Background: an optimization exercise with open tools, aiming at small area, a short achievable clock period and few clock cycles per item. Do not read the settings as production practice.
No functional check of the RTL was part of any run shown here.
Power and IR drop assume default switching activity.

`flow/design.v`:
```
package bch_pkg;
	localparam logic [63:0] M_A1_63  = 64'h00000a052330180c;  
	localparam logic [63:0] M_D1_63  = 64'h0603201008040201;  
	localparam logic [63:0] M_A3_63  = 64'h0000381c0e072211;  
	localparam logic [63:0] M_D3_63  = 64'h3b0f280518030801;  
	localparam logic [63:0] M_SQ_63  = 64'h0000300c03100401;  
	localparam logic [63:0] M_MB_63  = 64'h0000040201213139;  
	localparam logic [63:0] M_L_63   = 64'h000000201424263a;  
	localparam int          NPOW_63 = 8;  
	localparam logic [63:0] POW_63 = 64'h1f0d2f0911130c01;
	localparam logic [63:0] M_A1_255  = 64'h261387cde8743a1d;  
	localparam logic [63:0] M_D1_255  = 64'h8040201008040201;  
	localparam logic [63:0] M_A3_255  = 64'hc06030180c06038f;  
	localparam logic [63:0] M_D3_255  = 64'h752d26cd3a400801;  
	localparam logic [63:0] M_SQ_255  = 64'h13cd741d40100401;  
	localparam logic [63:0] M_MB_255  = 64'h10080402018e47ad;  
	localparam logic [63:0] M_L_255   = 64'h502400ee2ceae8d6;  
	localparam int          NPOW_255 = 32;  
	localparam logic [255:0] POW_255 = 256'h1b2cf712c3511c8295e3fce649a84f853b810dd9fefd655f5d466a9d8f4c1d01;
	localparam int Q63 = 8;
	function automatic logic [7:0] lin(input logic [7:0] x, input logic [63:0] m);
		lin = '0;
		for (int i = 0; i < 8; i++) begin
			if (x[i]) lin = lin ^ m[8*i +: 8];
		end
	endfunction
	function automatic logic [7:0] div_a(input logic is63, input logic [7:0] u);
		if (is63) div_a = {2'b00, u[0], u[5:1]} ^ {7'd0, u[0]};
		else div_a = {u[0], u[7:1]} ^ {4'd0, u[0], u[0], u[0], 1'b0};
	endfunction
endpackage
module bch_syndrome (
	input                          clk,
	input                          rstn,
	input                          i_set,
	input  [1:0]                   i_code,
	input  [8-1:0]       i_data,
	output                         o_ready,
	output                         o_valid,
	input                          i_take,
	output logic [7:0]             o_s1,
	output logic [7:0]             o_s3,
	output logic                   o_is63
);
	logic [4:0] cnt_q;
	logic       pend_q;
	logic       is63;
	logic       busy;
	logic       take;
	logic       last;
	logic [7:0] bits;
	logic [7:0] s1_d;
	logic [7:0] s3_d;
	assign is63 = (i_code == 2'd1);
	assign busy = (cnt_q != 5'd0);
	assign o_ready = !pend_q || i_take;
	assign take = o_ready && (i_set || busy);
	assign last = (cnt_q == (is63 ? 5'd7 : 5'd31));
	assign o_valid = pend_q;
	always_comb begin
		bits = {i_data[7] & busy, i_data[6:0]};
		if (is63) begin
			s1_d = bch_pkg::lin(bits, bch_pkg::M_D1_63);
			s3_d = bch_pkg::lin(bits, bch_pkg::M_D3_63);
			if (busy) begin
				s1_d = s1_d ^ bch_pkg::lin(o_s1, bch_pkg::M_A1_63);
				s3_d = s3_d ^ bch_pkg::lin(o_s3, bch_pkg::M_A3_63);
			end
		end else begin
			s1_d = bch_pkg::lin(bits, bch_pkg::M_D1_255);
			s3_d = bch_pkg::lin(bits, bch_pkg::M_D3_255);
			if (busy) begin
				s1_d = s1_d ^ bch_pkg::lin(o_s1, bch_pkg::M_A1_255);
				s3_d = s3_d ^ bch_pkg::lin(o_s3, bch_pkg::M_A3_255);
			end
		end
	end
	always_ff @(posedge clk or negedge rstn) begin
		if (!rstn) begin
			cnt_q <= '0;
			pend_q <= 1'b0;
		end else begin
			if (take) begin
				cnt_q <= last ? 5'd0 : cnt_q + 5'd1;
			end
			pend_q <= (take && last) || (pend_q && !i_take);
		end
	end
	always_ff @(posedge clk) begin
		if (take) begin
			o_s1 <= s1_d;
			o_s3 <= s3_d;
			if (last) begin
				o_is63 <= is63;
			end
		end
	end
endmodule
module bch_berlekamp (
	input                          clk,
	input                          rstn,
	input                          i_valid,
	output                         o_take,
	input  [7:0]                   i_s1,
	input  [7:0]                   i_s3,
	input                          i_is63,
	output                         o_finish,
	output [8-1:0]        o_odata
);
	typedef enum logic [2:0] {
		ST_IDLE, ST_A, ST_B, ST_C, ST_E1, ST_E2, ST_O0, ST_O1
	} st_e;
	st_e        st_q;
	logic [2:0] j_q;
	logic       is63_q;
	logic [7:0] z_q;
	logic [7:0] r_q;
	logic [7:0] a_q;
	logic       hit;
	logic [4:0] gi;
	logic       zero;
	logic       found;
	logic [7:0] l;
	logic [7:0] z_step;
	logic [7:0] r_exp;
	logic       a_bit;
	logic       b_last;
	logic [7:0] y;
	logic [8:0] sum;
	logic [7:0] p;
	logic [7:0] p_out;
	logic       load;
	bch_chien u_search (
		.i_z    (z_q),
		.i_is63 (is63_q),
		.o_hit  (hit),
		.o_i    (gi)
	);
	assign zero = (z_q == 8'd0);
	assign found = hit || zero;
	assign l = (bch_pkg::Q63 == 8 || !is63_q) ? {gi, j_q} : {1'b0, gi, j_q[0]};
	always_comb begin
		if (is63_q) begin
			a_bit = a_q[3'd5 - j_q];
			r_exp = bch_pkg::lin(r_q, bch_pkg::M_SQ_63);
			if (a_bit) r_exp = bch_pkg::lin(r_exp, bch_pkg::M_MB_63);
			y = bch_pkg::lin(r_q ^ 8'd1, bch_pkg::M_L_63);
			b_last = (j_q == 3'd5);
		end else begin
			a_bit = a_q[3'd7 - j_q];
			r_exp = bch_pkg::lin(r_q, bch_pkg::M_SQ_255);
			if (a_bit) r_exp = bch_pkg::lin(r_exp, bch_pkg::M_MB_255);
			y = bch_pkg::lin(r_q ^ 8'd1, bch_pkg::M_L_255);
			b_last = (j_q == 3'd7);
		end
		z_step = bch_pkg::div_a(is63_q, z_q);
	end
	always_comb begin
		sum = {1'b0, a_q} + {1'b0, l};
		if (is63_q) begin
			p = (sum >= 9'd63) ? 8'(sum - 9'd63) : sum[7:0];
		end else begin
			p = (sum >= 9'd255) ? 8'(sum - 9'd255) : sum[7:0];
		end
		p_out = zero ? 8'd255 : p;
	end
	assign load = (st_q == ST_IDLE || st_q == ST_O1) && i_valid;
	assign o_take = load;
	always_ff @(posedge clk or negedge rstn) begin
		if (!rstn) begin
			st_q <= ST_IDLE;
		end else begin
			case (st_q)
				ST_IDLE: if (i_valid) st_q <= ST_A;
				ST_A: begin
					if (zero) st_q <= ST_O0;
					else if (hit) st_q <= ST_B;
				end
				ST_B: if (b_last) st_q <= ST_C;
				ST_C: st_q <= ST_E1;
				ST_E1: if (found) st_q <= ST_E2;
				ST_E2: if (found) st_q <= ST_O0;
				ST_O0: st_q <= ST_O1;
				ST_O1: st_q <= i_valid ? ST_A : ST_IDLE;
				default: st_q <= ST_IDLE;
			endcase
		end
	end
	always_ff @(posedge clk) begin
		if (load || st_q == ST_C || (st_q == ST_B ? b_last : found)) begin
			j_q <= '0;
		end else begin
			j_q <= j_q + 3'd1;
		end
		if (load) begin
			is63_q <= i_is63;
		end
		if (st_q == ST_A && hit) begin
			a_q <= l;
		end
		case (st_q)
			ST_A: begin
				if (zero) begin
					z_q <= 8'd255;
				end else if (!hit) begin
					z_q <= z_step;
				end
			end
			ST_C: z_q <= y;
			ST_E1: z_q <= found ? (y ^ 8'd1) : z_step;
			ST_E2: z_q <= found ? p_out : z_step;
			default: ;
		endcase
		case (st_q)
			ST_A: if (zero) r_q <= 8'd255;
			ST_B: r_q <= r_exp;
			ST_E1: if (found) r_q <= p_out;
			default: ;
		endcase
		if (load) begin
			z_q <= i_s1;
			r_q <= i_s3;
		end
	end
	logic lt;
	logic sel_z;
	assign lt = (r_q < z_q);
	assign sel_z = lt ^ (st_q == ST_O0);
	assign o_finish = (st_q == ST_O0) || (st_q == ST_O1);
	assign o_odata = sel_z ? z_q : r_q;
endmodule
module bch_chien (
	input  [7:0]                   i_z,
	input                          i_is63,
	output logic                   o_hit,
	output logic [4:0]             o_i
);
	always_comb begin
		o_hit = 1'b0;
		o_i = '0;
		if (i_is63) begin
			for (int i = 0; i < bch_pkg::NPOW_63; i++) begin
				if (i_z == bch_pkg::POW_63[8*i +: 8]) begin
					o_hit = 1'b1;
					o_i = o_i | 5'(i);
				end
			end
		end else begin
			for (int i = 0; i < bch_pkg::NPOW_255; i++) begin
				if (i_z == bch_pkg::POW_255[8*i +: 8]) begin
					o_hit = 1'b1;
					o_i = o_i | 5'(i);
				end
			end
		end
	end
endmodule
module bch_decoder (
	input                      clk,
	input                      rstn,
	input                      i_set,
	input  [1:0]               i_code,
	input  [8-1:0]   i_data,
	output                     o_ready,
	output                     o_finish,
	output [8-1:0]    o_odata
);
	logic       syn_valid;
	logic       syn_take;
	logic [7:0] s1;
	logic [7:0] s3;
	logic       is63;
	bch_syndrome u_syndrome (
		.clk     (clk),
		.rstn    (rstn),
		.i_set   (i_set),
		.i_code  (i_code),
		.i_data  (i_data),
		.o_ready (o_ready),
		.o_valid (syn_valid),
		.i_take  (syn_take),
		.o_s1    (s1),
		.o_s3    (s3),
		.o_is63  (is63)
	);
	bch_berlekamp u_solver (
		.clk      (clk),
		.rstn     (rstn),
		.i_valid  (syn_valid),
		.o_take   (syn_take),
		.i_s1     (s1),
		.i_s3     (s3),
		.i_is63   (is63),
		.o_finish (o_finish),
		.o_odata  (o_odata)
	);
endmodule
```
`flow/run.sh`:
```
#!/bin/bash
# synth_recipe.tcl (not shown) runs the flow's synth.tcl, then flattens the netlist and writes it again
# the make line also repeats each setting of config.mk as NAME=value (left out here)
make -C /OpenROAD-flow-scripts/flow DESIGN_CONFIG=/design/flow/config.mk WORK_HOME=/design/flow/orfs CLKGATE_MAP_FILE= SYNTH_SCRIPT=/design/flow/synth_recipe.tcl finish
```
`flow/config.mk`:
```
export PLATFORM = sky130hd
export DESIGN_NAME = bch_decoder
export DESIGN_NICKNAME = bch_decoder
export VERILOG_FILES = /design/flow/design.v
export SDC_FILE = /design/flow/constraint.sdc
export NUM_CORES = 4
export LEC_CHECK = 0
export CAP_MARGIN = 20
export CORE_MARGIN = 2
export CORE_UTILIZATION = 40
export SLEW_MARGIN = 20
```
`flow/constraint.sdc`:
```
create_clock -name core_clock -period 10.0 [get_ports {clk}]
set_input_delay 2.0000 -clock core_clock [delete_from_list [all_inputs] [get_ports {clk}]]
set_output_delay 2.0000 -clock core_clock [all_outputs]
set_load 0.01 [all_outputs]
```
==> results of run 1 <==
## per-stage QoR
| step | cells | utilization [%] | worst slack (ns) | hold slack, ns |
|---|---|---|---|---|
| CTS | 901 | 43.45 | 4.228 | 0.4413 |
| finish | 901 | 43.45 | 4.158 | 0.4369 |
| detailed placement | 893 | 42.36 | 4.572 | 0.4236 |
| global route | 901 | 43.45 | 3.982 | 0.4568 |
| global placement | 893 | 42.36 | 4.673 | 0.4148 |
| floorplan | 732 | - | 5.607 | 0.4003 |
## cell type report
class,instances,area [sq um],area share [%]
Clock inverter,2,13.76,0.2099
Multi-Input combinational cell,603,4274,65.19
Sequential cell,54,1546,23.59
Clock buffer,6,150.1,2.290
Timing Repair Buffer,27,257.7,3.931
Tap cell,188,235.2,3.588
Inverter,21,78.83,1.202
## flip-flops by register name, summed over array words and instances, names as in the netlist, 3 cells and up
register and flops:
u_solver.j_q 3, u_solver.r_q 8, u_solver.z_q 8, u_syndrome.o_s3 8, u_solver.st_q 3, u_solver.a_q 8
u_syndrome.cnt_q 5, u_syndrome.o_s1 8
## power by group
group	internal, uW	switching, uW	total (uW)
clock network	109	90.2	199
logic	779	967	1750
registers	410	227	637
total	1300	1280	2580
## cell usage after synthesis, types with 12 or more instances
master,instances
nor2_1,51
clkbuf_1,33
xnor2_1,73
nor3_1,17
inv_1,19
nor2b_1,12
nand2_1,51
xor2_1,39
mux2i_1,17
a21oi_1,53
nand3_1,28
o21ai_0,43
edfxtp_1,42
ha_1,29
and3_1,14
## kinds of logic after synthesis
| logic type | count (synthesis) | share of synthesized area (%) |
|---|---|---|
| AO/OA/AOI/OAI | 197 | 21.16 |
| XOR/XNOR | 113 | 16.23 |
| adder cells (fa/ha/maj) | 30 | 6.232 |
| buffers and inverters | 75 | 5.356 |
| flip-flops | 54 | 25.17 |
| multiplexers | 31 | 5.703 |
| AND/OR/NAND/NOR | 232 | 20.14 |
## worst max-delay path, delay by kind of cell, from the launching register on
| kind | cells | cell delay, ns |
|---|---|---|
| xor+xnor | 1 | 0.77 |
| compound gates | 2 | 0.27 |
| fa+ha+maj | 1 | 0.33 |
| buf+inv | 2 | 0.68 |
| flops | 1 | 0.93 |
| mux | 1 | 0.42 |
| simple gates | 1 | 0.13 |
## per-layer routing
metal | vias up | track usage [%] | wire length (um)
met4 | 0 | 7.240 | 533
met1 | 2580 | 28.75 | 7886
met2 | 240 | 36.36 | 8244
li1 | 2651 | - | -
met5 | - | 0 | 0
met3 | 45 | 2.796 | 970
## worst min path at each step
stage / start / endpoint / slack [ns]
4_1_cts: u_syndrome.o_is63 / u_solver.is63_q / 0.44
6_report: u_syndrome.o_is63 / u_solver.is63_q / 0.44
2_1_floorplan: u_syndrome.o_is63 / u_solver.is63_q / 0.40
3_5_place_dp: u_syndrome.o_is63 / u_solver.is63_q / 0.42
3_3_place_gp: u_syndrome.o_is63 / u_solver.is63_q / 0.41
5_1_grt: u_syndrome.o_is63 / u_solver.is63_q / 0.46
==> flow_metrics.tcl, run 1 <==
set metrics [dict create \
    ctsRootBufferMaster "clkbuf_16" \
    drt-total-wl_um 17640 \
    path_class "reg2out" \
    powerDensity_nw_per_um2 393.8 \
    drt_iter0_markers 545 \
    crit_fanout 27 \
    fin_skew_ns 0.006995 \
    async_reset_ff_share_pct 16.67 \
    yosysTopAreaCellShare_pct 20.53 \
    reg2reg_from "u_solver.z_q[4]" \
    rrSetupSlack_ns 4.58 \
    routedWlPerCell_um 19.57 \
    synth_edf_count 42 \
    die_x_um 127.9 \
    fin_nets 755 \
    post-route-min-period_ns 5.842 \
    max_slew.worst_pin.slew_ns 0.9461 \
    layout-drive-gt1-share_pct 6.592 \
    clk_pin_slew_ns 0.07 \
    clock_sinks 54 \
    stdcell_area_sq_um 6556 \
    setup_viol 0 \
    dieArea_sq_um 16370 \
    startpoint "u_solver.z_q[4]" \
    fmax_mhz 171.2 \
    vias_per_cell 6.122 \
    period_share_pct 58.42 \
    ys_seq_area_share_pct 25.17 \
    grt_pass1_wl_um 28070 \
    antenna_found_initial 0 \
    area_delta_synth_final_pct 6.721 \
    critPathSlowestCell "edfxtp_1" \
    holdCritPathClass "reg2reg" \
    cts_buffer_depth 2 \
    insertion_delay_ns 0.32 \
    grt_max_degree 41 \
    vdd.ir_drop.worst_mv 0.1881 \
    ant_nets 0 \
    p_total_uw 2582 \
    timing_hold_violations_final 0 \
    vias 5516 \
    synthCells 732 \
    cp.required_ns 8.00 \
    cts_tree "yes" \
    p_leak_uw 0.002431 \
    yosys.cell_types.count 85 \
    drc_errors 0 \
    drv.max_cap_violation_count 0 \
    maxSlewHeadroom_pct 36.71 \
    diodes 0 \
    synth_top_area_cell "edfxtp_1" \
    ctsHoldBuffers 0 \
    worstSetupEndpoint "o_odata[5]" \
    hold_depth 0 \
    slew_viol_final 0 \
    synth_ff_type "edfxtp_1" \
    yosys_warnings 3 \
    tns_ns 0 \
    grt-ovfl-total 0 \
    run_status "no timing/DRC/antenna violations" \
    place.detailed.hpwl_um 13040 \
    initial_core_util_pct 40.71 \
    grt_usage_pct 21.61 \
    r2r_cells 14 \
    avgSynthCellArea_sq_um 8.393 \
    nFillCells 1474 \
    io_buffers 22 \
    path_cells "inv_1 > ha_1 > nor2b_1 > o21ai_0 > a21oi_1 > xor2_1 > mux2_2 > clkdlybuf4s50_1" \
    syn-cell-area_sq_um 6143 \
    core-area_sq_um 15090 \
    h-tree-depth 2 \
    synth_seq_cells 54 \
    place_area_sq_um 6392 \
    synth.area.top_cells "edfxtp_1 21%, xnor2_1 10%, ha_1 5.9%" \
    critPathLaunchType "register" \
    postCtsResizedCells 0 \
    final_common_cell "xnor2_1" \
    syn_nets 775 \
    grt_pass1_vias 5246 \
    layout_common_cells "73 x xnor2_1, 53 x a21oi_1, 51 x nand2_1, 51 x nor2_1, 43 x o21ai_0" \
    rr_endpoint "u_solver.r_q[4]" \
    die_h_um 127.9 \
    gp_congestion 0.9247 \
    ios 23 \
    arrival_ns 3.84 \
    rows 45 \
    crit_path_end_kind "output port" \
    cts_buffers 5 \
    max_stage_delay_ns 0.93 \
    firstDrtPassIters 6 \
    rsz0062_at_grt "false" \
    cts.repair_timing.setup_buffer_count 0 \
]
==> run 2, diff against run 1 <==
--- a/flow/config.mk
+++ b/flow/config.mk
@@ -5,7 +5,9 @@
 export SDC_FILE = /design/flow/constraint.sdc
 export NUM_CORES = 4
 export LEC_CHECK = 0
+export ABC_CLOCK_PERIOD_IN_PS = 4000
 export CAP_MARGIN = 20
 export CORE_MARGIN = 2
 export CORE_UTILIZATION = 40
+export SETUP_SLACK_MARGIN = 5
 export SLEW_MARGIN = 20
==> run 2 against run 1 <==
Combinational power increased by 11%. Die area unchanged. Via count increased by 3.3%. Critical path depth increased by 11. Routed wire length increased by 3.4%. Critical path type is now reg2reg. Critical endpoint is now u_solver.r_q[4].
==> flow_metrics.tcl, run 2 <==
set metrics [dict create \
    layout_common_cells "71 x xnor2_1, 51 x nand2_1, 51 x nor2_1, 51 x a21oi_1" \
    core-area_sq_um 15090 \
    antenna_found_initial 0 \
    holdCritPathClass "reg2reg" \
    syn-cell-area_sq_um 6143 \
    preCtsSetupSlack_ns 4.572 \
    layout-drive-gt1-share_pct 12.38 \
    ys_seq_area_share_pct 25.17 \
    synth_ff_type "edfxtp_1" \
    powerDensity_nw_per_um2 395.0 \
    yosys.cell_types.count 85 \
    grt_usage_pct 22.02 \
    drt-total-wl_um 18230 \
    path_cells "buf_4 > ha_2 > and3_1 > nand2_1 > a21oi_1 > a31oi_1 > nor2_1 > nor3_1 > a32oi_2 > ha_1 > a21o_1 > a2bb2oi_1 > nor4b_1 > or2_2 > o21ai_0 > a21oi_1 > nor4_2 > a21oi_1 > a21o_1" \
    vias_per_cell 6.174 \
    grt_pass1_vias 5345 \
    grt_max_degree 41 \
    cp.required_ns 10.07 \
    cts_buffers 5 \
    timing_hold_violations_final 0 \
    p_leak_uw 0.002587 \
    clk_pin_slew_ns 0.07 \
    crit_buf_inv 1 \
    rsz0062_at_grt "true" \
    cts_tree "yes" \
    vdd.ir_drop.worst_mv 0.1890 \
    area_delta_synth_final_pct 12.22 \
    final_common_cell "xnor2_1" \
    async_reset_ff_share_pct 16.67 \
    fin_skew_ns 0.008191 \
    gp_congestion 0.9247 \
    ios 23 \
    vias 5699 \
    ctsRootBufferMaster "clkbuf_16" \
    max_stage_delay_ns 0.52 \
    h-tree-depth 2 \
    slew_viol_final 0 \
    critPathSlowestCell "nor4_2" \
    synth.most_common_cell "xnor2_1" \
    crit_family "compound AO/OA/AOI/OAI gates" \
    clock_sinks 54 \
    critPathLaunchType "register" \
    drc_errors 0 \
    run_status "no timing/DRC/antenna violations" \
    synth_top_area_cell "edfxtp_1" \
    dieArea_sq_um 16370 \
    fin_ws_ns 5.121 \
    grt-ovfl-total 0 \
    firstDrtPassIters 5 \
    nFillCells 1452 \
    rows 45 \
    die_x_um 127.9 \
    die_h_um 127.9 \
    syn_nets 775 \
    insertion_delay_ns 0.32 \
    yosys-top-cells-count "73 x xnor2_1, 53 x a21oi_1, 51 x nand2_1, 51 x nor2_1, 43 x o21ai_0" \
    synthCells 732 \
    initial_core_util_pct 40.71 \
    ant_nets 0 \
    crit_path_end_kind "register" \
    fmax_mhz 205.0 \
    drt_iter0_markers 595 \
    io_buffers 22 \
    period_share_pct 48.79 \
    post-route-min-period_ns 4.879 \
    diodes 0 \
    crit_fanout 10 \
    fin_nets 777 \
    grt_pass1_wl_um 28550 \
    place.detailed.hpwl_um 13040 \
    yosysTopAreaCellShare_pct 20.53 \
    crit_top_cell "a21oi_1" \
    setup_viol 0 \
    synth_seq_cells 54 \
    maxSlewHeadroom_pct 37.59 \
    drv.max_cap_violation_count 0 \
    avgSynthCellArea_sq_um 8.393 \
    max_slew.worst_pin.slew_ns 0.9361 \
    cts_buffer_depth 2 \
    arrival_ns 4.95 \
    routedWlPerCell_um 19.75 \
    tns_ns 0 \
    synth_edf_count 42 \
    yosys_warnings 3 \
    path_class "reg2reg" \
    synth.area.top_cells "edfxtp_1 21%, xnor2_1 10%, ha_1 5.9%" \
]
[run 2: cell counts after synthesis]
Identical to the previous run, type by type.
[run 2: per-layer routing]
layer  GRT usage, %  vias up  share of wire (%)
li1               -     2687                  -
met1          29.18     2724                 44
met2          36.96      256                 47
met3          3.047       32                6.3
met4          7.563        0                2.8
met5              0        -                  0
[run 2: logic make-up (layout without fill, tap and decap cells)]
kind of cell	count (synthesis)	in the layout	synth area share (%)
compound gates	197	197	21.16
simple gates	232	232	20.14
mux	31	31	5.703
fa+ha+maj	30	30	6.232
flops	54	54	25.17
buf+inv	75	78	5.356
xor+xnor	113	113	16.23
[run 2: worst paths after layout]
kind,from,end,slack [ns],cells past startpoint
max,u_solver.z_q[1],u_solver.r_q[4],5.12,19
min,u_syndrome.o_is63,u_solver.is63_q,0.44,0
max reg2reg,u_solver.z_q[1],u_solver.r_q[4],5.12,19
min reg2reg,u_syndrome.o_is63,u_solver.is63_q,0.44,0
max in group asynchronous,rstn,u_solver.st_q[1],7.73,1
min in group asynchronous,rstn,u_syndrome.cnt_q[3],1.98,1
[run 2: power breakdown]
group	switching, uW	leakage [uW]	total [uW]	internal (uW)
sequential	160	0.000542	570	409
combinational	1090	0.00196	1950	860
clock	91.3	0.0000824	200	109
[run 2: timing repair]
action                     in CTS  in global routing
setup endpoints to repair      13                 20
pin swaps                       1                  3
hold buffers                    0                  0
gates resized for setup        15                 24
setup buffers                  13                  9
[run 2: layout make-up]
type	instances	area, sq um	share of cell area, %
clock buffer	6	150.1	2.178
sequential	54	1546	22.43
clock inverter	2	13.76	0.1996
multi-input combinational	603	4415	64.05
timing repair buffer	49	454.2	6.588
tap	188	235.2	3.412
inverter	21	78.83	1.143
[run 2: stage by stage]
stage / hold slack (ns) / power (uW) / utilization, % / instances / instance area (sq um)
finish: 0.4382 / 2723 / 45.69 / 923 / 6894
global route: 0.4568 / 2933 / 45.69 / 923 / 6894
CTS: 0.4413 / 2599 / 44.17 / 914 / 6665
detailed placement: 0.4236 / 2350 / 42.36 / 893 / 6392
global placement: 0.4148 / 2331 / 42.36 / 893 / 6392
floorplan: 0.4003 / 1922 / - / 732 / 6143

afterwards: timing with drivers on the ports:
How much do the figures lean on ideal ports? The routed layouts below were timed once more, with nothing changed but the port constraints. Step 1, drivers: a clkbuf_16 drives clk and a buf_2 each remaining input, both assumed. Step 2 adds t to the input delays and takes it off the output delays; t is the mean of the earliest and latest rising clock arrival at the registers after step 1. Input paths then give back, and output paths get back, about the clock's delay inside the block. Three values: ideal ports, drivers, drivers and shift; two values: the first two.
| run | t, ns | setup slack, ns | clock arrival spread, ns | cell pins on the clock port's net |
|---|---|---|---|---|
| run 1 | 0.347 | 4.158 / 4.123 / 4.470 | 0.007 / 0.007 | 1 |
| run 2 | 0.347 | 5.121 / 5.093 / 5.121 | 0.008 / 0.008 | 1 |
After both steps setup and hold are still met in every run listed.
